From an optimization exercise on the open Yosys and OpenROAD flow, aimed at small area; shortcuts taken in it are not production practice. Only simulation tests tie the RTL to the original design; equivalence was not proved. No activity file was given, so power comes from the tool's default toggle rates.

==> flow/design.v <==
package rosetta_pkg;
    localparam int LANES_DEF = 16;
    localparam int WORD_DEF  = 8;
    localparam int INST_W    = 28;
    localparam int PC_W      = 8;
    localparam int VPTR_W    = 4;
    localparam int FP_W      = 2;
    typedef enum logic [1:0] {
        OP_ADD  = 2'd0,
        OP_SUB  = 2'd1,
        OP_MUL  = 2'd2,
        OP_HALT = 2'd3
    } opcode_t;
    typedef struct packed {
        logic [VPTR_W-1:0] dst_ptr;
        logic [VPTR_W-1:0] src0_ptr;
        logic [VPTR_W-1:0] src1_ptr;
        opcode_t           op;
        logic [FP_W-1:0]   fp_shift;
        logic [11:0]       unused;
    } inst_t;
    typedef struct packed {
        logic              valid;
        logic              halt;
        opcode_t           op;
        logic [FP_W-1:0]   fp_shift;
        logic [VPTR_W-1:0] dst_ptr;
    } stage_ctx_t;
endpackage
`timescale 1ns/10ps
module rosetta_lane_alu (
    input  logic [7:0] a,
    input  logic [7:0] b,
    input  logic       mul,       
    input  logic       add,       
    input  logic       sub,       
    input  logic [3:0] sh,        
    input  logic       sel,
    output logic [7:0] y
);
    logic [7:0] m;
    assign m[0]   = b[0] | ~mul;
    assign m[7:1] = b[7:1] & {7{mul}};
    logic [7:0] cb;
    logic       cbn0;
    assign cb[6:1] = (b[6:1] & {6{add}}) | (~b[6:1] & {6{sub}});
    assign cb[7]   = (~b[7] & add) | (b[7] & sub);
    assign cbn0    = ~((b[0] & add) | (~b[0] & sub));
    logic [8:0] k_n;
    assign k_n[0]   = ~sub;
    assign k_n[6:1] = '1;
    assign k_n[7]   = mul;
    assign k_n[8]   = ~mul;
    logic [15:0] pn;
    logic ppn0_0;
    logic ppn0_1;
    logic ppn0_2;
    logic ppn0_3;
    logic ppn0_4;
    logic ppn0_5;
    logic ppn0_6;
    logic ppn0_7;
    logic ppn1_0;
    logic ppn1_1;
    logic ppn1_2;
    logic ppn1_3;
    logic ppn1_4;
    logic ppn1_5;
    logic ppn1_6;
    logic ppn1_7;
    logic ppn2_0;
    logic ppn2_1;
    logic ppn2_2;
    logic ppn2_3;
    logic ppn2_4;
    logic ppn2_5;
    logic ppn2_6;
    logic ppn2_7;
    logic ppn3_0;
    logic ppn3_1;
    logic ppn3_2;
    logic ppn3_3;
    logic ppn3_4;
    logic ppn3_5;
    logic ppn3_6;
    logic ppn3_7;
    logic ppn4_0;
    logic ppn4_1;
    logic ppn4_2;
    logic ppn4_3;
    logic ppn4_4;
    logic ppn4_5;
    logic ppn4_6;
    logic ppn4_7;
    logic ppn5_0;
    logic ppn5_1;
    logic ppn5_2;
    logic ppn5_3;
    logic ppn5_4;
    logic ppn5_5;
    logic ppn5_6;
    logic ppn5_7;
    logic ppn6_0;
    logic ppn6_1;
    logic ppn6_2;
    logic ppn6_3;
    logic ppn6_4;
    logic ppn6_5;
    logic ppn6_6;
    logic ppn6_7;
    logic ppn7_0;
    logic ppn7_1;
    logic ppn7_2;
    logic ppn7_3;
    logic ppn7_4;
    logic ppn7_5;
    logic ppn7_6;
    logic ppn7_7;
    logic sn1;
    logic cn2;
    logic sn3;
    logic cn4;
    logic sn5;
    logic cn6;
    logic sn7;
    logic cn8;
    logic sn9;
    logic cn10;
    logic sn11;
    logic cn12;
    logic sn13;
    logic cn14;
    logic sn15;
    logic cn16;
    logic sn17;
    logic cn18;
    logic sn19;
    logic cn20;
    logic sn21;
    logic cn22;
    logic sn23;
    logic cn24;
    logic sn25;
    logic cn26;
    logic sn27;
    logic cn28;
    logic sn29;
    logic cn30;
    logic sn31;
    logic cn32;
    logic sn33;
    logic cn34;
    logic sn35;
    logic cn36;
    logic sn37;
    logic cn38;
    logic sn39;
    logic cn40;
    logic sn41;
    logic cn42;
    logic sn43;
    logic cn44;
    logic sn45;
    logic cn46;
    logic sn47;
    logic cn48;
    logic sn49;
    logic cn50;
    logic sn51;
    logic cn52;
    logic sn53;
    logic cn54;
    logic sn55;
    logic cn56;
    logic sn57;
    logic cn58;
    logic sn59;
    logic cn60;
    logic sn61;
    logic cn62;
    logic sn63;
    logic cn64;
    logic sn65;
    logic cn66;
    logic sn67;
    logic cn68;
    logic sn69;
    logic cn70;
    logic sn71;
    logic cn72;
    logic sn73;
    logic cn74;
    logic sn75;
    logic cn76;
    logic sn77;
    logic cn78;
    logic sn79;
    logic cn80;
    logic sn81;
    logic cn82;
    logic sn83;
    logic cn84;
    logic sn85;
    logic cn86;
    logic sn87;
    logic cn88;
    logic sn89;
    logic cn90;
    logic sn91;
    logic cn92;
    logic sn93;
    logic cn94;
    logic sn95;
    logic cn96;
    logic sn97;
    logic cn98;
    logic sn99;
    logic cn100;
    logic sn101;
    logic cn102;
    logic sn103;
    logic cn104;
    logic sn105;
    logic cn106;
    logic sn107;
    logic cn108;
    logic [5:0] txn;
    logic [5:0] tyn;
    logic [5:0] tsn;
    logic [5:0] tp;
    logic [5:0] tcy;
    logic tc;
    assign ppn0_0 = ~(a[0] & m[0]);
    assign ppn0_1 = ~((a[0] & m[1]) | cb[1]);
    assign ppn0_2 = ~(a[0] & m[2]);
    assign ppn0_3 = ~(a[0] & m[3]);
    assign ppn0_4 = ~(a[0] & m[4]);
    assign ppn0_5 = ~(a[0] & m[5]);
    assign ppn0_6 = ~(a[0] & m[6]);
    assign ppn0_7 = a[0] & m[7];
    assign ppn1_0 = ~(a[1] & m[0]);
    assign ppn1_1 = ~((a[1] & m[1]) | cb[2]);
    assign ppn1_2 = ~(a[1] & m[2]);
    assign ppn1_3 = ~(a[1] & m[3]);
    assign ppn1_4 = ~(a[1] & m[4]);
    assign ppn1_5 = ~(a[1] & m[5]);
    assign ppn1_6 = ~(a[1] & m[6]);
    assign ppn1_7 = a[1] & m[7];
    assign ppn2_0 = ~(a[2] & m[0]);
    assign ppn2_1 = ~((a[2] & m[1]) | cb[3]);
    assign ppn2_2 = ~(a[2] & m[2]);
    assign ppn2_3 = ~(a[2] & m[3]);
    assign ppn2_4 = ~(a[2] & m[4]);
    assign ppn2_5 = ~(a[2] & m[5]);
    assign ppn2_6 = ~(a[2] & m[6]);
    assign ppn2_7 = a[2] & m[7];
    assign ppn3_0 = ~(a[3] & m[0]);
    assign ppn3_1 = ~((a[3] & m[1]) | cb[4]);
    assign ppn3_2 = ~(a[3] & m[2]);
    assign ppn3_3 = ~(a[3] & m[3]);
    assign ppn3_4 = ~(a[3] & m[4]);
    assign ppn3_5 = ~(a[3] & m[5]);
    assign ppn3_6 = ~(a[3] & m[6]);
    assign ppn3_7 = a[3] & m[7];
    assign ppn4_0 = ~(a[4] & m[0]);
    assign ppn4_1 = ~((a[4] & m[1]) | cb[5]);
    assign ppn4_2 = ~(a[4] & m[2]);
    assign ppn4_3 = ~(a[4] & m[3]);
    assign ppn4_4 = ~(a[4] & m[4]);
    assign ppn4_5 = ~(a[4] & m[5]);
    assign ppn4_6 = ~(a[4] & m[6]);
    assign ppn4_7 = a[4] & m[7];
    assign ppn5_0 = ~(a[5] & m[0]);
    assign ppn5_1 = ~((a[5] & m[1]) | cb[6]);
    assign ppn5_2 = ~(a[5] & m[2]);
    assign ppn5_3 = ~(a[5] & m[3]);
    assign ppn5_4 = ~(a[5] & m[4]);
    assign ppn5_5 = ~(a[5] & m[5]);
    assign ppn5_6 = ~(a[5] & m[6]);
    assign ppn5_7 = a[5] & m[7];
    assign ppn6_0 = ~(a[6] & m[0]);
    assign ppn6_1 = ~((a[6] & m[1]) | cb[7]);
    assign ppn6_2 = ~(a[6] & m[2]);
    assign ppn6_3 = ~(a[6] & m[3]);
    assign ppn6_4 = ~(a[6] & m[4]);
    assign ppn6_5 = ~(a[6] & m[5]);
    assign ppn6_6 = ~(a[6] & m[6]);
    assign ppn6_7 = a[6] & m[7];
    assign ppn7_0 = a[7] & m[0];
    assign ppn7_1 = a[7] & m[1];
    assign ppn7_2 = a[7] & m[2];
    assign ppn7_3 = a[7] & m[3];
    assign ppn7_4 = a[7] & m[4];
    assign ppn7_5 = a[7] & m[5];
    assign ppn7_6 = a[7] & m[6];
    assign ppn7_7 = ~(a[7] & m[7]);
    rosetta_han u_sn1 (.xn(ppn0_6), .yn(ppn1_5), .sn(sn1), .cn(cn2));
    rosetta_fa u_sn3 (.x(k_n[7]), .y(ppn0_7), .z(ppn1_6), .s(sn3), .c(cn4));
    rosetta_fa u_sn5 (.x(ppn2_5), .y(ppn3_4), .z(ppn4_3), .s(sn5), .c(cn6));
    rosetta_fa u_sn7 (.x(k_n[8]), .y(ppn1_7), .z(ppn2_6), .s(sn7), .c(cn8));
    rosetta_fa u_sn9 (.x(ppn3_5), .y(ppn4_4), .z(ppn5_3), .s(sn9), .c(cn10));
    rosetta_fa u_sn11 (.x(ppn2_7), .y(ppn3_6), .z(ppn4_5), .s(sn11), .c(cn12));
    rosetta_han u_sn13 (.xn(ppn0_4), .yn(ppn1_3), .sn(sn13), .cn(cn14));
    rosetta_fa u_sn15 (.x(ppn0_5), .y(ppn1_4), .z(ppn2_3), .s(sn15), .c(cn16));
    rosetta_han u_sn17 (.xn(ppn3_2), .yn(ppn5_0), .sn(sn17), .cn(cn18));
    rosetta_fa u_sn19 (.x(ppn2_4), .y(ppn3_3), .z(ppn4_2), .s(sn19), .c(cn20));
    rosetta_fa u_sn21 (.x(ppn6_0), .y(ppn5_1), .z(sn1), .s(sn21), .c(cn22));
    rosetta_fa u_sn23 (.x(ppn5_2), .y(ppn7_0), .z(ppn6_1), .s(sn23), .c(cn24));
    rosetta_fa u_sn25 (.x(cn2), .y(sn3), .z(sn5), .s(sn25), .c(cn26));
    rosetta_fa u_sn27 (.x(ppn6_2), .y(ppn7_1), .z(cn4), .s(sn27), .c(cn28));
    rosetta_fa u_sn29 (.x(cn6), .y(sn7), .z(sn9), .s(sn29), .c(cn30));
    rosetta_fa u_sn31 (.x(ppn5_4), .y(ppn6_3), .z(ppn7_2), .s(sn31), .c(cn32));
    rosetta_fa u_sn33 (.x(cn8), .y(cn10), .z(sn11), .s(sn33), .c(cn34));
    rosetta_fa u_sn35 (.x(ppn3_7), .y(ppn4_6), .z(ppn5_5), .s(sn35), .c(cn36));
    rosetta_fa u_sn37 (.x(ppn6_4), .y(ppn7_3), .z(cn12), .s(sn37), .c(cn38));
    rosetta_fa u_sn39 (.x(ppn4_7), .y(ppn5_6), .z(ppn6_5), .s(sn39), .c(cn40));
    rosetta_han u_sn41 (.xn(ppn0_3), .yn(ppn1_2), .sn(sn41), .cn(cn42));
    rosetta_fa u_sn43 (.x(ppn2_2), .y(ppn4_0), .z(ppn3_1), .s(sn43), .c(cn44));
    rosetta_fa u_sn45 (.x(ppn4_1), .y(cn14), .z(sn15), .s(sn45), .c(cn46));
    rosetta_fa u_sn47 (.x(cn16), .y(cn18), .z(sn19), .s(sn47), .c(cn48));
    rosetta_fa u_sn49 (.x(cn20), .y(sn23), .z(cn22), .s(sn49), .c(cn50));
    rosetta_fa u_sn51 (.x(cn24), .y(sn27), .z(cn26), .s(sn51), .c(cn52));
    rosetta_fa u_sn53 (.x(sn31), .y(cn28), .z(cn30), .s(sn53), .c(cn54));
    rosetta_fa u_sn55 (.x(cn32), .y(sn35), .z(sn37), .s(sn55), .c(cn56));
    rosetta_fa u_sn57 (.x(ppn7_4), .y(cn36), .z(sn39), .s(sn57), .c(cn58));
    rosetta_fa u_sn59 (.x(ppn5_7), .y(ppn6_6), .z(ppn7_5), .s(sn59), .c(cn60));
    rosetta_han u_sn61 (.xn(k_n[0]), .yn(ppn0_0), .sn(sn61), .cn(cn62));
    rosetta_han u_sn63 (.xn(ppn1_0), .yn(ppn0_1), .sn(sn63), .cn(cn64));
    rosetta_fa u_sn65 (.x(ppn0_2), .y(ppn2_0), .z(ppn1_1), .s(sn65), .c(cn66));
    rosetta_fa u_sn67 (.x(ppn3_0), .y(ppn2_1), .z(sn41), .s(sn67), .c(cn68));
    rosetta_fa u_sn69 (.x(cn42), .y(sn13), .z(sn43), .s(sn69), .c(cn70));
    rosetta_fa u_sn71 (.x(sn17), .y(cn44), .z(sn45), .s(sn71), .c(cn72));
    rosetta_fa u_sn73 (.x(cn46), .y(sn21), .z(sn47), .s(sn73), .c(cn74));
    rosetta_fa u_sn75 (.x(cn48), .y(sn25), .z(sn49), .s(sn75), .c(cn76));
    rosetta_fa u_sn77 (.x(sn29), .y(cn50), .z(sn51), .s(sn77), .c(cn78));
    rosetta_fa u_sn79 (.x(sn33), .y(cn52), .z(sn53), .s(sn79), .c(cn80));
    rosetta_fa u_sn81 (.x(cn34), .y(cn54), .z(sn55), .s(sn81), .c(cn82));
    rosetta_fa u_sn83 (.x(cn38), .y(sn57), .z(cn56), .s(sn83), .c(cn84));
    rosetta_fa u_sn85 (.x(cn40), .y(sn59), .z(cn58), .s(sn85), .c(cn86));
    rosetta_fa u_sn87 (.x(ppn6_7), .y(ppn7_6), .z(cn60), .s(sn87), .c(cn88));
    rosetta_han u_sn89 (.xn(cbn0), .yn(sn61), .sn(sn89), .cn(cn90));
    rosetta_fa u_sn91 (.x(cn62), .y(sn63), .z(cn90), .s(sn91), .c(cn92));
    rosetta_fa u_sn93 (.x(cn64), .y(sn65), .z(cn92), .s(sn93), .c(cn94));
    rosetta_fa u_sn95 (.x(cn66), .y(sn67), .z(cn94), .s(sn95), .c(cn96));
    rosetta_fa u_sn97 (.x(cn68), .y(sn69), .z(cn96), .s(sn97), .c(cn98));
    rosetta_fa u_sn99 (.x(cn70), .y(sn71), .z(cn98), .s(sn99), .c(cn100));
    rosetta_fa u_sn101 (.x(cn72), .y(sn73), .z(cn100), .s(sn101), .c(cn102));
    rosetta_fa u_sn103 (.x(cn74), .y(sn75), .z(cn102), .s(sn103), .c(cn104));
    rosetta_fa u_sn105 (.x(cn76), .y(sn77), .z(cn104), .s(sn105), .c(cn106));
    rosetta_fa u_sn107 (.x(cn78), .y(sn79), .z(cn106), .s(sn107), .c(cn108));
    assign txn = {1'b0, ppn7_7, sn87, sn85, sn83, cn80};
    assign tyn = {1'b1, cn88, cn86, cn84, cn82, sn81};
    assign tc = ~cn108;
    assign tp = txn ^ tyn;
    rosetta_prefix #(.N(6), .L(3)) u_top (.xn(txn), .yn(tyn), .p(tp), .ci(tc), .c(tcy));
    assign tsn = ~(tp ^ tcy);
    assign pn[0] = sn89;
    assign pn[1] = sn91;
    assign pn[2] = sn93;
    assign pn[3] = sn95;
    assign pn[4] = sn97;
    assign pn[5] = sn99;
    assign pn[6] = sn101;
    assign pn[7] = sn103;
    assign pn[8] = sn105;
    assign pn[9] = sn107;
    assign pn[10] = tsn[0];
    assign pn[11] = tsn[1];
    assign pn[12] = tsn[2];
    assign pn[13] = tsn[3];
    assign pn[14] = tsn[4];
    assign pn[15] = tsn[5];
    logic [15:0] p;
    assign p = ~pn;
    logic       all1, all0, ovf;
    logic       pass, satv;
    logic [6:0] q;
    assign all1 = (&p[14:10]) & (p[9] | sh[3]) & (p[8] | sh[3] | sh[2])
                & (p[7] | ~sh[0]);
    assign all0 = ~(|p[14:10]) & (~p[9] | sh[3]) & (~p[8] | sh[3] | sh[2])
                & (~p[7] | ~sh[0]);
    assign ovf  = p[15] ? ~all1 : ~all0;
    assign q    = ({7{sh[0]}} & p[6:0]) | ({7{sh[1]}} & p[7:1])
                | ({7{sh[2]}} & p[8:2]) | ({7{sh[3]}} & p[9:3]);
    assign pass = sel & ~ovf;
    assign satv = sel & ovf & ~p[15];
    assign y    = {sel & p[15], ({7{pass}} & q) | {7{satv}}};
endmodule
module rosetta_fa (
    input  logic x,
    input  logic y,
    input  logic z,
    output logic s,
    output logic c
);
    assign s = x ^ y ^ z;
    assign c = (x & y) | (x & z) | (y & z);
endmodule
module rosetta_ha (
    input  logic x,
    input  logic y,
    output logic s,
    output logic c
);
    assign s = x ^ y;
    assign c = x & y;
endmodule
module rosetta_han (
    input  logic xn,
    input  logic yn,
    output logic sn,
    output logic cn
);
    rosetta_xnor2 u_s (.x(xn), .y(yn), .z(sn));
    rosetta_or2   u_c (.x(xn), .y(yn), .z(cn));
endmodule
module rosetta_xnor2 (
    input  logic x,
    input  logic y,
    output logic z
);
    assign z = ~(x ^ y);
endmodule
module rosetta_or2 (
    input  logic x,
    input  logic y,
    output logic z
);
    assign z = x | y;
endmodule
module rosetta_maj (
    input  logic x,
    input  logic y,
    input  logic z,
    output logic c
);
    assign c = (x & y) | (x & z) | (y & z);
endmodule
module rosetta_prefix (
    xn, yn, p, ci, c
);
    parameter int N = 8;
    parameter int L = 4;      
    input  logic [N-1:0] xn;
    input  logic [N-1:0] yn;
    input  logic [N-1:0] p;
    input  logic         ci;
    output logic [N-1:0] c;
    logic [N:0] g [0:L];
    logic [N:0] t [0:L];
    assign g[0] = {~(xn | yn), ci};
    assign t[0] = {p, 1'b0};
    for (genvar l = 0; l < L; l++) begin : g_lvl
        for (genvar i = 0; i <= N; i++) begin : g_pos
            if (((i >> l) & 1) == 1) begin : g_op
                localparam int J = ((i >> l) << l) - 1;
                assign g[l+1][i] = g[l][i] | (t[l][i] & g[l][J]);
                assign t[l+1][i] = t[l][i] & t[l][J];
            end else begin : g_pass
                assign g[l+1][i] = g[l][i];
                assign t[l+1][i] = t[l][i];
            end
        end
    end
    assign c = g[L][N-1:0];
endmodule
`timescale 1ns/10ps
module rosetta_core #(
    parameter int LANES = rosetta_pkg::LANES_DEF,
    parameter int WORD  = rosetta_pkg::WORD_DEF
) (
    input  logic                             clk,
    input  logic                             rst,
    output logic                             im_ren,
    output logic [rosetta_pkg::PC_W-1:0]     im_ptr,
    input  logic [rosetta_pkg::INST_W-1:0]   im_rdata,
    output logic                             pam_src0_ren,
    output logic [rosetta_pkg::VPTR_W-1:0]   pam_src0_ptr,
    input  logic [LANES-1:0]                 pam_src0_rdata,
    output logic                             pam_src1_ren,
    output logic [rosetta_pkg::VPTR_W-1:0]   pam_src1_ptr,
    input  logic [LANES-1:0]                 pam_src1_rdata,
    output logic                             am_src0_ren,
    output logic [rosetta_pkg::VPTR_W-1:0]   am_src0_ptr,
    output logic [LANES-1:0]                 am_src0_cs,
    input  logic [LANES*WORD-1:0]            am_src0_rdata,
    output logic                             am_src1_ren,
    output logic [rosetta_pkg::VPTR_W-1:0]   am_src1_ptr,
    output logic [LANES-1:0]                 am_src1_cs,
    input  logic [LANES*WORD-1:0]            am_src1_rdata,
    output logic                             pam_dst_wen,
    output logic [rosetta_pkg::VPTR_W-1:0]   pam_dst_ptr,
    output logic [LANES-1:0]                 pam_dst_wdata,
    output logic                             am_dst_wen,
    output logic [rosetta_pkg::VPTR_W-1:0]   am_dst_ptr,
    output logic [LANES-1:0]                 am_dst_cs,
    output logic [LANES*WORD-1:0]            am_dst_wdata,
    output logic                             done
);
    logic [7:0] pc;
    logic       started;
    logic       halted;
    assign im_ren = started & ~halted;
    assign im_ptr = pc;
    always_ff @(posedge clk) begin
        if (rst) begin
            pc      <= '0;
            started <= 1'b0;
        end else begin
            started <= 1'b1;
            if (im_ren) pc <= pc + 1'b1;
        end
    end
    logic dec_valid;
    logic dec_halt;
    logic dec_issue;
    assign dec_halt  = dec_valid & (im_rdata[15:14] == 2'd3);
    assign dec_issue = dec_valid & (im_rdata[15:14] != 2'd3);
    assign pam_src0_ren = dec_issue;
    assign pam_src0_ptr = im_rdata[23:20];
    assign pam_src1_ren = dec_issue;
    assign pam_src1_ptr = im_rdata[19:16];
    always_ff @(posedge clk) begin
        if (rst) begin
            dec_valid <= 1'b0;
            halted    <= 1'b0;
        end else begin
            dec_valid <= im_ren & ~dec_halt;
            if (dec_halt) halted <= 1'b1;
        end
    end
    logic       v_msk, v_rm, v_com;
    logic [3:0] src0_msk, src1_msk;
    logic [3:0] dst_msk, dst_rm, dst_com, dst_wm;
    logic [1:0] op_msk, op_rm;
    logic [1:0] sh_msk, sh_rm;
    logic       v_wm;
    always_ff @(posedge clk) begin
        src0_msk <= im_rdata[23:20];
        src1_msk <= im_rdata[19:16];
        dst_msk  <= im_rdata[27:24];
        op_msk   <= im_rdata[15:14];
        sh_msk   <= im_rdata[13:12];
    end
    logic [LANES-1:0] lane_sel;
    assign lane_sel = v_msk ? (pam_src0_rdata & pam_src1_rdata) : '0;
    assign am_src0_ren = v_msk;
    assign am_src0_ptr = src0_msk;
    assign am_src0_cs  = lane_sel;
    assign am_src1_ren = v_msk;
    assign am_src1_ptr = src1_msk;
    assign am_src1_cs  = lane_sel;
    logic [LANES-1:0]      sel_rm, sel_com, sel_wm;
    logic [LANES*WORD-1:0] lane_y;
    logic [LANES*WORD-1:0] res_com, res_wm;
    always_ff @(posedge clk) begin
        sel_rm <= lane_sel;
        dst_rm <= dst_msk;
        op_rm  <= op_msk;
        sh_rm  <= sh_msk;
    end
    logic       alu_mul, alu_add, alu_sub;
    logic [3:0] alu_sh;
    assign alu_mul = op_rm[1];
    assign alu_add = (op_rm == 2'd0);
    assign alu_sub = (op_rm == 2'd1);
    assign alu_sh  = alu_mul ? (4'b0001 << sh_rm) : 4'b0001;
    for (genvar i = 0; i < LANES; i++) begin : g_lane
        rosetta_lane_alu u_lane_alu (
            .a        (am_src0_rdata[i*WORD +: WORD]),
            .b        (am_src1_rdata[i*WORD +: WORD]),
            .mul      (alu_mul),
            .add      (alu_add),
            .sub      (alu_sub),
            .sh       (alu_sh),
            .sel      (sel_rm[i]),
            .y        (lane_y[i*WORD +: WORD])
        );
    end
    always_ff @(posedge clk) begin
        res_com <= lane_y;
        sel_com <= sel_rm;
        dst_com <= dst_rm;
        res_wm  <= res_com;
        sel_wm  <= sel_com;
        dst_wm  <= dst_com;
    end
    logic halt_rm, halt_com, halt_wm;
    always_ff @(posedge clk) begin
        if (rst) begin
            v_msk    <= 1'b0;
            v_rm     <= 1'b0;
            v_com    <= 1'b0;
            v_wm     <= 1'b0;
            halt_rm  <= 1'b0;
            halt_com <= 1'b0;
            halt_wm  <= 1'b0;
            done     <= 1'b0;
        end else begin
            v_msk    <= dec_issue;
            v_rm     <= v_msk;
            v_com    <= v_rm;
            v_wm     <= v_com;
            halt_rm  <= halted;
            halt_com <= halt_rm;
            halt_wm  <= halt_com;
            done     <= halt_wm;
        end
    end
    assign am_dst_wen  = v_wm;
    assign pam_dst_wen = v_wm;
    assign am_dst_ptr  = dst_wm;
    assign pam_dst_ptr = dst_wm;
    assign am_dst_cs   = v_wm ? sel_wm : '0;
    assign am_dst_wdata = res_wm;
    for (genvar i = 0; i < LANES; i++) begin : g_nz
        assign pam_dst_wdata[i] = |res_wm[i*WORD +: WORD];
    end
endmodule
==> flow/flow/run.sh <==
#!/bin/bash
# Own layout flow: the standard layout (standard.sh, all ORFS steps from
# synthesis to finish) with these knobs changed:
#  - every input and output port still gets its own buffer, but the
#    smallest one (buf_1) instead of the delay buffer buffer_ports picks
#  - the clock tree is built from clkbuf_4 and clkbuf_8, without dummy
#    loads, from clusters of up to 15 flip-flops within 100 um
# make's full output goes to standard_finish.log here; ORFS keeps each
# step's log under orfs/logs.
set -euo pipefail
bash standard.sh \
  "BUFFER_PORTS_ARGS=-buffer_cell sky130_fd_sc_hd__buf_1" \
  REMOVE_ABC_BUFFERS=1 \
  "CTS_ARGS=-sink_clustering_enable -repair_clock_nets -dont_use_dummy_load -sink_clustering_size 15 -sink_clustering_max_diameter 100 -buf_list {sky130_fd_sc_hd__clkbuf_4 sky130_fd_sc_hd__clkbuf_8}" \
  finish > standard_finish.log 2>&1
==> flow/standard.sh <==
#!/bin/bash
# synth_recipe.tcl (not shown) runs the flow's synth.tcl, then flattens the netlist and writes it again
# the make line also repeats each setting of config.mk as NAME=value (left out here)
make -C /OpenROAD-flow-scripts/flow DESIGN_CONFIG=/design/flow/config.mk WORK_HOME=/design/flow/orfs CLKGATE_MAP_FILE= SYNTH_SCRIPT=/design/flow/synth_recipe.tcl "${@:-finish}"
==> flow/config.mk <==
export PLATFORM = sky130hd
export DESIGN_NAME = rosetta_core
export DESIGN_NICKNAME = rosetta_core
export VERILOG_FILES = /design/flow/design.v
export SDC_FILE = /design/flow/constraint.sdc
export NUM_CORES = 4
export LEC_CHECK = 0
export CAP_MARGIN = 20
export CORE_MARGIN = 2
export CORE_UTILIZATION = 50
export GPL_TIMING_DRIVEN = 0
export SLEW_MARGIN = 20
export SYNTH_HIERARCHICAL = 1
export SYNTH_MINIMUM_KEEP_SIZE = 0
==> flow/constraint.sdc <==
create_clock -name core_clock -period 8.0 [get_ports {clk}]
set_input_delay 1.6000 -clock core_clock [delete_from_list [all_inputs] [get_ports {clk}]]
set_output_delay 1.6000 -clock core_clock [all_outputs]
set_load 0.01 [all_outputs]
==> results of run 1 <==
-- sequential cells by signal, indices dropped and copies added, names as in the netlist, 8 cells and up --
name / cells
res_com: 128
sel_rm: 16
sel_wm: 16
res_wm: 128
pc: 8
sel_com: 16
-- power by group through the flow --
stage	clock network [mW]	logic [mW]	registers (mW)
2_1_floorplan	0	5.35	1.88
3_3_place_gp	0	6.57	1.89
3_5_place_dp	0	6.67	1.87
4_1_cts	1.04	6.71	1.83
5_1_grt	1.10	7.48	1.83
6_report	0.992	6.72	1.83
-- critical path, cell delays in order --
cell and delay (ns):
buf_1 0.14, nand2b_1 0.30, nand2_1 0.12, xnor2_1 0.17, or2_1 0.26, fa_1 0.42
fa_1 0.42, fa_1 0.43, fa_1 0.42, fa_1 0.43, fa_1 0.43, fa_1 0.44
fa_1 0.43, fa_1 0.40, inv_1 0.10, o2bb2ai_2 0.16, a311oi_2 0.18, o221ai_2 0.41
o221ai_1 0.24, nor4_2 0.34, a31oi_4 0.13, mux2i_1 0.26
-- final cells by class --
class / instances / share of cell area, %
flip-flops and latches: 355 / 15.9
diodes: 27 / 0.151
inverters: 147 / 1.23
repair buffers: 564 / 5.83
multi-input cells: 3364 / 72.9
clock buffers: 35 / 1.07
well taps: 1070 / 2.98
-- routing by layer --
| metal | routed length, µm | share of wire (%) | GRT usage [%] |
|---|---|---|---|
| met1 | 47300 | 43 | 35.1 |
| met2 | 52700 | 48 | 42.1 |
| met3 | 7400 | 6.7 | 5.17 |
| met4 | 2840 | 2.6 | 7.42 |
| met5 | 236 | 0.21 | 0 |
-- path summary, 6_finish.rpt --
check | from | to | slack [ns] | depth (start not counted)
worst max register to register | op_rm[1] | res_com[13] | 0.32 | 26
worst min register to register | res_com[26] | res_wm[26] | 0.27 | 0
worst max-delay path | am_src1_rdata[88] | res_com[94] | 0.25 | 22
worst min-delay path | res_com[26] | res_wm[26] | 0.27 | 0
-- repair_timing --
action | in CTS | in global routing
endpoints found under the setup margin | 8 | 80
cloned | 0 | 1
hold buffers | 0 | 0
gates resized for setup | 0 | 11
pin swaps | 0 | 1
buffers inserted | 1 | 5
==> reports/qor.yml, run 1 <==
drv_cap: 0
avgSynthCellArea_um2: 9.94
p_total_mw: 9.55
io_buffer_count: 537
row_count: 105
worstPathArrival_ns: 8.25
clkSlewWorstSetupHoldPaths_ns: 0.10
skew_ns: 0.0672
dpl.hpwl_mm: 89.2
power_density_mw_per_mm2: 213
drc: 0
clkPwrFrac_pct: 10.4
dieHeight_um: 293
htreeDepth: 2
placed_area_mm2: 0.0441
layout.cells.most_common: "nand2_1"
timing.slew.headroom_pct: 44.4
viasPerCell: 5.69
wirelength_mm: 110
report.final.slew_viol_count: 0
seq_area_mm2: 0.00711
grt-ovfl-total: 0
dp.cells: 5493
fin_ws_ns: 0.254
period_minus_slack_ns: 7.75
end_kind: "register"
final_cell_mix: "773 x nand2_1, 752 x fa_1, 536 x buf_1"
io_pins: 550
ys_warn_count: 10
final.period_utilization_pct: 96.8
clock_sinks: 355
finish.utilization_pct: 54.5
holdWs_ns: 0.272
p_int_mw: 5.25
setup_tns_ns: 0
drive_gt1_share_pct: 7.88
instances_no_fill: 5562
grt_use_total_pct: 25.8
vias: 31700
power.switching_mw: 4.30
fin_area_mm2: 0.0449
first_pass_iters: 6
core_area_mm2: 0.0822
antenna_left: 0
nets: 5538
rsz0062_at_grt: "true"
comb_power_share_pct: 70.5
switching_share_pct: 45.0
root_buffer: "clkbuf_8"
status: "no timing/DRC/antenna violations"
grt_max_degree: 84
grt_antenna_before_repair: 45
hp-class: "reg -> reg"
postSynthCellCount: 4189
max_clock_freq_mhz: 129
place_congestion: 0.883
dp_slack_ns: -0.397
die_w_um: 293
die-area_mm2: 0.0856
worst_pin_slew_ns: 0.834
syn_area_mm2: 0.0416
area_growth_pct: 7.74
cts_buffers: 35
crit_fanout: 8
grt_pass1_vias: 32100
grt_pass1_wl_mm: 176
leakagePower_nw: 16.7
cp-start-kind: "input pin"
crit_type: "in -> reg"
wl_per_cell_um: 19.9
start_util_pct: 50.6
hold_viol_final: 0
num-fill-cells: 7453
insertion_delay_ns: 0.62
cts_tree: "built"
clk_path_buf_depth: 3
ir_worst_vdd_mv: 0.174
cp.required_ns: 8.50
drtIter0Drc: 2162
setup_viol: 0
pwr-share-seq_pct: 19.2
multi_input_area_mm2: 0.0327
==> run 2: changes to the inputs <==
--- a/flow/design.v
+++ b/flow/design.v
@@ -222,13 +222,11 @@
     logic cn104;
     logic sn105;
     logic cn106;
-    logic sn107;
-    logic cn108;
-    logic [5:0] txn;
-    logic [5:0] tyn;
-    logic [5:0] tsn;
-    logic [5:0] tp;
-    logic [5:0] tcy;
+    logic [6:0] txn;
+    logic [6:0] tyn;
+    logic [6:0] tsn;
+    logic [6:0] tp;
+    logic [6:0] tcy;
     logic tc;
     assign ppn0_0 = ~(a[0] & m[0]);
     assign ppn0_1 = ~((a[0] & m[1]) | cb[1]);
@@ -347,12 +345,11 @@
     rosetta_fa u_sn101 (.x(cn72), .y(sn73), .z(cn100), .s(sn101), .c(cn102));
     rosetta_fa u_sn103 (.x(cn74), .y(sn75), .z(cn102), .s(sn103), .c(cn104));
     rosetta_fa u_sn105 (.x(cn76), .y(sn77), .z(cn104), .s(sn105), .c(cn106));
-    rosetta_fa u_sn107 (.x(cn78), .y(sn79), .z(cn106), .s(sn107), .c(cn108));
-    assign txn = {1'b0, ppn7_7, sn87, sn85, sn83, cn80};
-    assign tyn = {1'b1, cn88, cn86, cn84, cn82, sn81};
-    assign tc = ~cn108;
+    assign txn = {1'b0, ppn7_7, sn87, sn85, sn83, cn80, cn78};
+    assign tyn = {1'b1, cn88, cn86, cn84, cn82, sn81, sn79};
+    assign tc = ~cn106;
     assign tp = txn ^ tyn;
-    rosetta_prefix #(.N(6), .L(3)) u_top (.xn(txn), .yn(tyn), .p(tp), .ci(tc), .c(tcy));
+    rosetta_prefix #(.N(7), .L(3)) u_top (.xn(txn), .yn(tyn), .p(tp), .ci(tc), .c(tcy));
     assign tsn = ~(tp ^ tcy);
     assign pn[0] = sn89;
     assign pn[1] = sn91;
@@ -363,13 +360,13 @@
     assign pn[6] = sn101;
     assign pn[7] = sn103;
     assign pn[8] = sn105;
-    assign pn[9] = sn107;
-    assign pn[10] = tsn[0];
-    assign pn[11] = tsn[1];
-    assign pn[12] = tsn[2];
-    assign pn[13] = tsn[3];
-    assign pn[14] = tsn[4];
-    assign pn[15] = tsn[5];
+    assign pn[9] = tsn[0];
+    assign pn[10] = tsn[1];
+    assign pn[11] = tsn[2];
+    assign pn[12] = tsn[3];
+    assign pn[13] = tsn[4];
+    assign pn[14] = tsn[5];
+    assign pn[15] = tsn[6];
     logic [15:0] p;
     assign p = ~pn;
     logic       all1, all0, ovf;
==> flow/flow/run.sh (replaced) <==
#!/bin/bash
# Own layout flow: the standard layout (standard.sh, all ORFS steps from
# synthesis to finish) with these knobs changed:
#  - synthesis is the standard flow's script (my_synth.tcl is synth_recipe.tcl plus one
#    change) with ABC mapping by abc_nf.script, area recovery on top of
#    ORFS's delay mapper, instead of ORFS's speed script
#  - every input and output port still gets its own buffer, but the
#    smallest one (buf_1) instead of the delay buffer buffer_ports picks
#  - the clock tree is built from clkbuf_4 and clkbuf_8, without dummy
#    loads, from clusters of up to 15 flip-flops within 100 um
# make's full output goes to standard_finish.log here; ORFS keeps each
# step's log under orfs/logs.
set -euo pipefail
here=$(pwd)
export ABC_SCRIPT_FILE="$here/flow/abc_nf.script"
bash standard.sh \
  "SYNTH_SCRIPT=$here/flow/my_synth.tcl" \
  "BUFFER_PORTS_ARGS=-buffer_cell sky130_fd_sc_hd__buf_1" \
  REMOVE_ABC_BUFFERS=1 \
  "CTS_ARGS=-sink_clustering_enable -repair_clock_nets -dont_use_dummy_load -sink_clustering_size 15 -sink_clustering_max_diameter 100 -buf_list {sky130_fd_sc_hd__clkbuf_4 sky130_fd_sc_hd__clkbuf_8}" \
  finish > standard_finish.log 2>&1
==> flow/flow/abc_nf.script (new file) <==
&get -n
&st
&dch
&nf -R 1000
&put
topo
==> flow/flow/my_synth.tcl (new file) <==
# The standard flow's synthesis script (synth_recipe.tcl), with one change: ABC maps the
# logic with the script in the environment variable ABC_SCRIPT_FILE (area
# mapping with area recovery) instead of ORFS's speed script.  Registers
# are untouched: they are mapped before ABC runs, and ABC does not see them.
proc synth {args} { yosys synth -nofsm -noshare {*}$args }
proc abc {args} {
  set i [lsearch -exact $args -script]
  if { $i >= 0 && [info exists ::env(ABC_SCRIPT_FILE)] } {
    lset args [expr {$i + 1}] $::env(ABC_SCRIPT_FILE)
    puts "abc: mapping with $::env(ABC_SCRIPT_FILE)"
  }
  yosys abc {*}$args
}
source $::env(SCRIPTS_DIR)/synth.tcl
# left out here: clear keep_hierarchy, flatten, clean up, hide names made inside functions, write 1_2_yosys.v
--- a/flow/config.mk
+++ b/flow/config.mk
@@ -7,7 +7,7 @@
 export LEC_CHECK = 0
 export CAP_MARGIN = 20
 export CORE_MARGIN = 2
-export CORE_UTILIZATION = 50
+export CORE_UTILIZATION = 60
 export GPL_TIMING_DRIVEN = 0
 export SLEW_MARGIN = 20
 export SYNTH_HIERARCHICAL = 1
==> run 2 against run 1 <==
Design area is 5.9% lower. Die area shrank 23%. Final cell count is 3.8% lower. Wire length is 5.7% lower. Combinational power fell by 9.5%. Still clean on timing, DRC and antenna. Clock power down 0.9%. Non-clock buffer count up 6. Worst hold slack better by 0.022 ns. Clock-buffer cell count fell by 1. Sequential share of layout area rose by 0.99 points. Via count grew 0.51%. Setup slack gained 0.063 ns.
==> reports/qor.yml, run 2 <==
worst_path_dominant_cell_family: "adder cells"
setup_tns_ns: 0  # unchanged
cts_buffers: 34  # -2.9%
core_area_mm2: 0.0630  # -23%
period_minus_slack_ns: 7.68  # -0.0633 ns
syn_area_mm2: 0.0382  # -8.3%
hold_viol_final: 0  # unchanged
drtIter0Drc: 2192  # +1.4%
drv_cap: 0  # unchanged
grt_pass1_wl_mm: 168  # -4.6%
root_buffer: "clkbuf_8"
wirelength_mm: 104  # -5.7%
die-area_mm2: 0.0657  # -23%
drc: 0  # unchanged
top_regs: "res_com x128, res_wm x128"
start_util_pct: 60.7  # +10 points
die_w_um: 256  # -12%
crit_fanout: 8  # unchanged
grt_max_degree: 91  # +8.3%
top_usage_layer: "met2"
placed_area_mm2: 0.0416  # -5.8%
worstPathArrival_ns: 8.23  # -0.02 ns
row_count: 92  # -12%
crit_type: "in -> reg"
nets: 5538  # unchanged
dieHeight_um: 256  # -12%
grt_pass1_vias: 32000  # -0.48%
viasPerCell: 5.95  # +4.5%
dpl.hpwl_mm: 84.3  # -5.5%
max_clock_freq_mhz: 130  # +0.82%
setup_viol: 0  # unchanged
clkSlewWorstSetupHoldPaths_ns: 0.11  # about the same
grt_util_met3_pct: 6.56  # +1.4 points
ys_warn_count: 10  # unchanged
area_growth_pct: 10.6
cp.buffers_inverters: 2  # unchanged
place_congestion: 0.921  # +4.3%
final_cell_mix: "758 x nand2_1, 736 x fa_1, 537 x buf_1"
timing.slew.headroom_pct: 48.6  # +4.2 points
hp-class: "reg -> reg"
cp-start-kind: "input pin"
num-fill-cells: 5353  # -28%
ir_worst_vdd_mv: 0.176  # +1.1%
multi_input_area_mm2: 0.0301  # -8.0%
grt_antenna_before_repair: 30  # -33%
io_buffer_count: 537  # unchanged
end_kind: "register"
status: "no timing/DRC/antenna violations"
rsz0062_at_grt: "false"
antenna_left: 0  # unchanged
grt_use_total_pct: 32.0  # +6.2 points
cts_tree: "built"
report.final.slew_viol_count: 0  # unchanged
p_total_mw: 8.89  # -6.8%
insertion_delay_ns: 0.64  # +0.02 ns
clock_sinks: 355  # unchanged
avgSynthCellArea_um2: 9.73  # -2.1%
power_density_mw_per_mm2: 211  # -1.0%
vias: 31800  # +0.51%
io_pins: 550  # unchanged
layout.cells.most_common: "nand2_1"
skew_ns: 0.0623  # -0.00495 ns
clk_path_buf_depth: 3  # unchanged
holdWs_ns: 0.295  # +0.0225 ns
final.period_utilization_pct: 96.0  # -0.79 points
fin_area_mm2: 0.0422  # -5.9%
seq_area_mm2: 0.00711  # unchanged
postSynthCellCount: 3924  # -6.3%
met2_usage_pct: 53.0  # +11 points
grt-ovfl-total: 0  # unchanged
cp.required_ns: 8.55  # +0.05 ns
cpMostUsedCell: "fa_1"
htreeDepth: 2  # unchanged
first_pass_iters: 9  # +3
worst_pin_slew_ns: 0.764  # -0.0705 ns
slowest_stage: "fa_1"
gr-usage-met1_pct: 42.1  # +7.0 points
wl_per_cell_um: 19.5  # -1.9%
max_stage_delay_ns: 0.46  # +0.02 ns
leakagePower_nw: 14.5  # -13%
drive_gt1_share_pct: 1.79  # -6.1 points
run 2: timing repair:
item | 4_1_cts | 5_1_grt
pin swaps | 0 | 3
buffers inserted | 2 | 5
gates resized for setup | 0 | 4
hold endpoints to repair | 0 | 0
gates cloned | 0 | 0
hold buffers | 0 | 0
setup endpoints to repair | 29 | 89
run 2: worst paths after layout:
check | start | end | slack [ns] | cells past startpoint
worst max-delay path | am_src1_rdata[48] | res_com[50] | 0.32 | 25
worst min-delay path | dst_msk[2] | dst_rm[2] | 0.29 | 0
worst max register to register | op_rm[1] | res_com[10] | 0.54 | 28
worst min register to register | dst_msk[2] | dst_rm[2] | 0.29 | 0
run 2: stage by stage:
step	utilization [%]	setup WS (ns)	cells
6_report	67.1	0.317	5349
5_1_grt	67.1	0.00149	5343
4_1_cts	66.9	0.0200	5322
3_5_place_dp	66.1	-0.321	5286
3_3_place_gp	65.0	-26.29	5260
2_1_floorplan	-	-8.59	3877
run 2: layout make-up:
cell class	count	area share, %
antenna	22	0.130
multi-input combinational	3328	71.2
tap	846	2.51
clock buffer	34	1.11
timing repair buffer	570	6.48
sequential	355	16.8
inverter	194	1.72
run 2: layer usage:
| layer | vias to the layer above | part of all wire [%] |
|---|---|---|
| li1 | 14600 | - |
| met1 | 15800 | 40 |
| met2 | 1231 | 49 |
| met3 | 189 | 8.0 |
| met4 | 22 | 3.2 |
| met5 | - | 0.14 |
run 2: report_power, final:
group,switching (mW),internal [mW]
sequential,0.0209,1.80
combinational,3.51,2.57
clock,0.603,0.380
==> run 3: changes to the inputs <==
--- a/flow/design.v
+++ b/flow/design.v
@@ -44,13 +44,10 @@
     logic [7:0] cb;
     logic       cbn0;
     assign cb[6:1] = (b[6:1] & {6{add}}) | (~b[6:1] & {6{sub}});
-    assign cb[7]   = (~b[7] & add) | (b[7] & sub);
+    assign cb[7]   = (b[7] & add) | (~b[7] & sub);
     assign cbn0    = ~((b[0] & add) | (~b[0] & sub));
-    logic [8:0] k_n;
-    assign k_n[0]   = ~sub;
-    assign k_n[6:1] = '1;
-    assign k_n[7]   = mul;
-    assign k_n[8]   = ~mul;
+    logic [0:0] k_n;
+    assign k_n[0] = ~sub;
     logic [15:0] pn;
     logic ppn0_0;
     logic ppn0_1;
@@ -235,7 +232,7 @@
     assign ppn0_4 = ~(a[0] & m[4]);
     assign ppn0_5 = ~(a[0] & m[5]);
     assign ppn0_6 = ~(a[0] & m[6]);
-    assign ppn0_7 = a[0] & m[7];
+    assign ppn0_7 = (a[0] & m[7]) | cb[7];
     assign ppn1_0 = ~(a[1] & m[0]);
     assign ppn1_1 = ~((a[1] & m[1]) | cb[2]);
     assign ppn1_2 = ~(a[1] & m[2]);
@@ -277,7 +274,7 @@
     assign ppn5_6 = ~(a[5] & m[6]);
     assign ppn5_7 = a[5] & m[7];
     assign ppn6_0 = ~(a[6] & m[0]);
-    assign ppn6_1 = ~((a[6] & m[1]) | cb[7]);
+    assign ppn6_1 = ~(a[6] & m[1]);
     assign ppn6_2 = ~(a[6] & m[2]);
     assign ppn6_3 = ~(a[6] & m[3]);
     assign ppn6_4 = ~(a[6] & m[4]);
@@ -293,9 +290,9 @@
     assign ppn7_6 = a[7] & m[6];
     assign ppn7_7 = ~(a[7] & m[7]);
     rosetta_han u_sn1 (.xn(ppn0_6), .yn(ppn1_5), .sn(sn1), .cn(cn2));
-    rosetta_fa u_sn3 (.x(k_n[7]), .y(ppn0_7), .z(ppn1_6), .s(sn3), .c(cn4));
-    rosetta_fa u_sn5 (.x(ppn2_5), .y(ppn3_4), .z(ppn4_3), .s(sn5), .c(cn6));
-    rosetta_fa u_sn7 (.x(k_n[8]), .y(ppn1_7), .z(ppn2_6), .s(sn7), .c(cn8));
+    rosetta_fa u_sn3 (.x(ppn1_6), .y(ppn2_5), .z(ppn3_4), .s(sn3), .c(cn4));
+    rosetta_han u_sn5 (.xn(ppn4_3), .yn(ppn5_2), .sn(sn5), .cn(cn6));
+    rosetta_ha u_sn7 (.x(ppn1_7), .y(ppn2_6), .s(sn7), .c(cn8));
     rosetta_fa u_sn9 (.x(ppn3_5), .y(ppn4_4), .z(ppn5_3), .s(sn9), .c(cn10));
     rosetta_fa u_sn11 (.x(ppn2_7), .y(ppn3_6), .z(ppn4_5), .s(sn11), .c(cn12));
     rosetta_han u_sn13 (.xn(ppn0_4), .yn(ppn1_3), .sn(sn13), .cn(cn14));
@@ -303,7 +300,7 @@
     rosetta_han u_sn17 (.xn(ppn3_2), .yn(ppn5_0), .sn(sn17), .cn(cn18));
     rosetta_fa u_sn19 (.x(ppn2_4), .y(ppn3_3), .z(ppn4_2), .s(sn19), .c(cn20));
     rosetta_fa u_sn21 (.x(ppn6_0), .y(ppn5_1), .z(sn1), .s(sn21), .c(cn22));
-    rosetta_fa u_sn23 (.x(ppn5_2), .y(ppn7_0), .z(ppn6_1), .s(sn23), .c(cn24));
+    rosetta_fa u_sn23 (.x(ppn6_1), .y(ppn7_0), .z(ppn0_7), .s(sn23), .c(cn24));
     rosetta_fa u_sn25 (.x(cn2), .y(sn3), .z(sn5), .s(sn25), .c(cn26));
     rosetta_fa u_sn27 (.x(ppn6_2), .y(ppn7_1), .z(cn4), .s(sn27), .c(cn28));
     rosetta_fa u_sn29 (.x(cn6), .y(sn7), .z(sn9), .s(sn29), .c(cn30));
--- a/flow/config.mk
+++ b/flow/config.mk
@@ -7,7 +7,7 @@
 export LEC_CHECK = 0
 export CAP_MARGIN = 20
 export CORE_MARGIN = 2
-export CORE_UTILIZATION = 60
+export CORE_UTILIZATION = 70
 export GPL_TIMING_DRIVEN = 0
 export SLEW_MARGIN = 20
 export SYNTH_HIERARCHICAL = 1
==> run 3 against run 2 <==
Largest power group unchanged. Clock-buffer cell count fell by 5. Die area fell by 15%. Wire length rose by 0.85%. Critical path type unchanged. Setup slack improved by 0.060 ns. Register-to-register slack got worse by 0.06 ns. Maximum frequency rose by 0.78%. Synthesized cell count rose by 1.2%. Via count rose by 3.3%. Still clean. Combinational power fell by 8.2%. Sequential power barely moved.
==> reports/qor.yml, run 3 <==
status: "no timing/DRC/antenna violations"
ys_warn_count: 10  # unchanged
worst_pin_slew_ns: 0.998  # +0.234 ns
root_buffer: "clkbuf_8"
cp.buffers_inverters: 2  # unchanged
instances_no_fill: 5252  # -1.8%
avgSynthCellArea_um2: 9.51  # -2.2%
hold_viol_final: 0  # unchanged
start_util_pct: 70.5  # +9.8 points
first_pass_iters: 6  # -3
viasPerCell: 6.26  # +5.2%
max_stage_delay_ns: 0.44  # -0.02 ns
cts_hold_buf: 0  # unchanged
num-fill-cells: 3862  # -28%
dieHeight_um: 236  # -7.8%
wl_per_cell_um: 20.0  # +2.7%
cpMostUsedCell: "fa_1"
multi_input_area_mm2: 0.0298  # -0.87%
switching_share_pct: 46.3  # -0.19 points
top_regs: "res_com x128, res_wm x128"
path_depth: 25  # unchanged
leakagePower_nw: 14.2  # -2.1%
area_growth_pct: 9.72
worstPathArrival_ns: 8.14  # -0.09 ns
worst_path_dominant_cell_family: "adder cells"
seq_area_mm2: 0.00711  # unchanged
vias: 32900  # +3.3%
period_minus_slack_ns: 7.62  # -0.0596 ns
row_count: 85  # -7.6%
holdWs_ns: 0.241  # -0.0541 ns
placed_area_mm2: 0.0408  # -1.9%
skew_ns: 0.116  # +0.0532 ns
crit_fanout: 8  # unchanged
die_w_um: 236  # -7.8%
clkPwrFrac_pct: 10.8  # -0.3 points
ff2ff_path_depth: 24  # -14%
drtIter0Drc: 3013  # +37%
setup_viol: 0  # unchanged
report.final.slew_viol_count: 0  # unchanged
cts_buffers: 29  # -15%
io_buffer_count: 537  # unchanged
timing.slew.headroom_pct: 32.9  # -16 points
place_congestion: 0.956  # +3.8%
p_int_mw: 4.46  # -6.3%
pwr-share-seq_pct: 22.0  # +1.5 points
dpl.hpwl_mm: 83.4  # -1.0%
postSynthCellCount: 3972  # +1.2%
clock_sinks: 355  # unchanged
clkSlewWorstSetupHoldPaths_ns: 0.10  # about the same
drive_gt1_share_pct: 1.57  # -0.21 points
final.period_utilization_pct: 95.3  # -0.74 points
grt_max_degree: 82  # -9.9%
hold_depth: 0  # unchanged
final_cell_mix: "806 x nand2_1, 704 x fa_1, 537 x buf_1"
wirelength_mm: 105  # +0.85%
comb_power_share_pct: 67.2  # -1.2 points
layout.cells.most_common: "nand2_1"
syn_area_mm2: 0.0378  # -1.0%
io_pins: 550  # unchanged
hp-class: "reg -> reg"
p_total_mw: 8.30  # -6.6%
power.switching_mw: 3.85  # -7.0%
nets: 5558  # +0.36%
insertion_delay_ns: 0.70  # +0.06 ns
cts_tree: "built"
slowest_stage: "fa_1"
grt_antenna_before_repair: 40  # +33%
ir_worst_vdd_mv: 0.192  # +9.0%
dp.cells: 5177  # -2.1%
crit_type: "in -> reg"
grt_pass1_vias: 32300  # +1.1%
grt_pass1_wl_mm: 167  # -0.47%
htreeDepth: 1  # -1
drc: 0  # unchanged
die-area_mm2: 0.0559  # -15%
drv_cap: 0  # unchanged
end_kind: "register"
core_area_mm2: 0.0536  # -15%
grt-ovfl-total: 0  # unchanged
power_density_mw_per_mm2: 200  # -4.9%
fin_area_mm2: 0.0415  # -1.8%
rrSetupSlack_ns: 0.48  # -0.06 ns
cp.required_ns: 8.52  # -0.03 ns
antenna_left: 0  # unchanged
grt_use_total_pct: 37.6  # +5.6 points
cp-start-kind: "input pin"
finish.utilization_pct: 77.4  # +10 points
max_clock_freq_mhz: 131  # +0.78%
clk_path_buf_depth: 3  # unchanged
-- run 3: cell type report --
type	instances	area share (%)
Multi-Input combinational cell	3408	71.9
Sequential cell	355	17.2
Timing Repair Buffer	563	6.19
Tap cell	696	2.10
Inverter	162	1.47
Clock buffer	29	0.963
Antenna cell	39	0.235
-- run 3: timing repair --
item                                    in CTS  in global routing
gates resized for setup                      0                 10
pin swaps                                    0                  3
setup buffers                                1                  6
endpoints found under the setup margin      18                103
-- run 3: power groups by stage --
stage               Sequential, mW  Combinational (mW)  Clock, mW
floorplan                     1.88                4.29          0
global placement              1.88                5.29          0
detailed placement            1.87                5.47          0
CTS                           1.83                5.49      0.913
global route                  1.83                6.25      0.974
finish                        1.82                5.58      0.898
-- run 3: through the flow --
stage / TNS, ns / worst slack [ns]
global placement: -2706.89 / -21.63
CTS: 0 / 0.0595
finish: 0 / 0.377
detailed placement: -8.87 / -0.317
global route: -0.00144 / -0.00144
floorplan: -911.59 / -7.20
-- run 3: worst paths after layout --
kind | startpoint | endpoint
hold reg to reg | res_com[59] | res_wm[59]
setup reg to reg | op_rm[1] | res_com[89]
setup / recovery | am_src1_rdata[8] | res_com[9]
hold / removal | res_com[59] | res_wm[59]
-- run 3: routing by layer --
layer / wire (µm) / share of wire, % / up-vias / global-route usage, %
met5: 10 / 0.0095 / - / 0
met4: 5500 / 5.2 / 2 / 19.2
met3: 9380 / 8.9 / 322 / 6.79
met2: 49900 / 47 / 1774 / 60.2
met1: 40300 / 38 / 16000 / 49.6
li1: - / - / 14700 / -

-- static timing again, ports no longer ideal --
The results above use ideal ports. As a check the final layouts listed here were re-extracted and re-timed, cells and wires unchanged.
Step 1 sets driving cells, clkbuf_16 on the clock port and buf_2 on the other inputs (assumed; they add their load-dependent delay and slew).
Step 2, shift: input delay + t, output delay - t, t = (earliest + latest rising clock arrival at the registers) / 2. This alone moves slack from input paths to output paths.
Three values: no drivers, after step 1, after step 2; two values: the first two.
run	t, ns	setup WS [ns]	pins driven straight from the clock port
run 1	0.649	0.254 / 0.292 / -0.357	1
run 2	0.655	0.317 / 0.350 / -0.306	1
run 3	0.703	0.377 / 0.419 / -0.284	1
Met with ideal ports but missed after step 2: setup timing in every run listed. The setup slack of run 3, which loses most, moves by +0.042 ns with the drivers and by -0.661 ns with both steps.
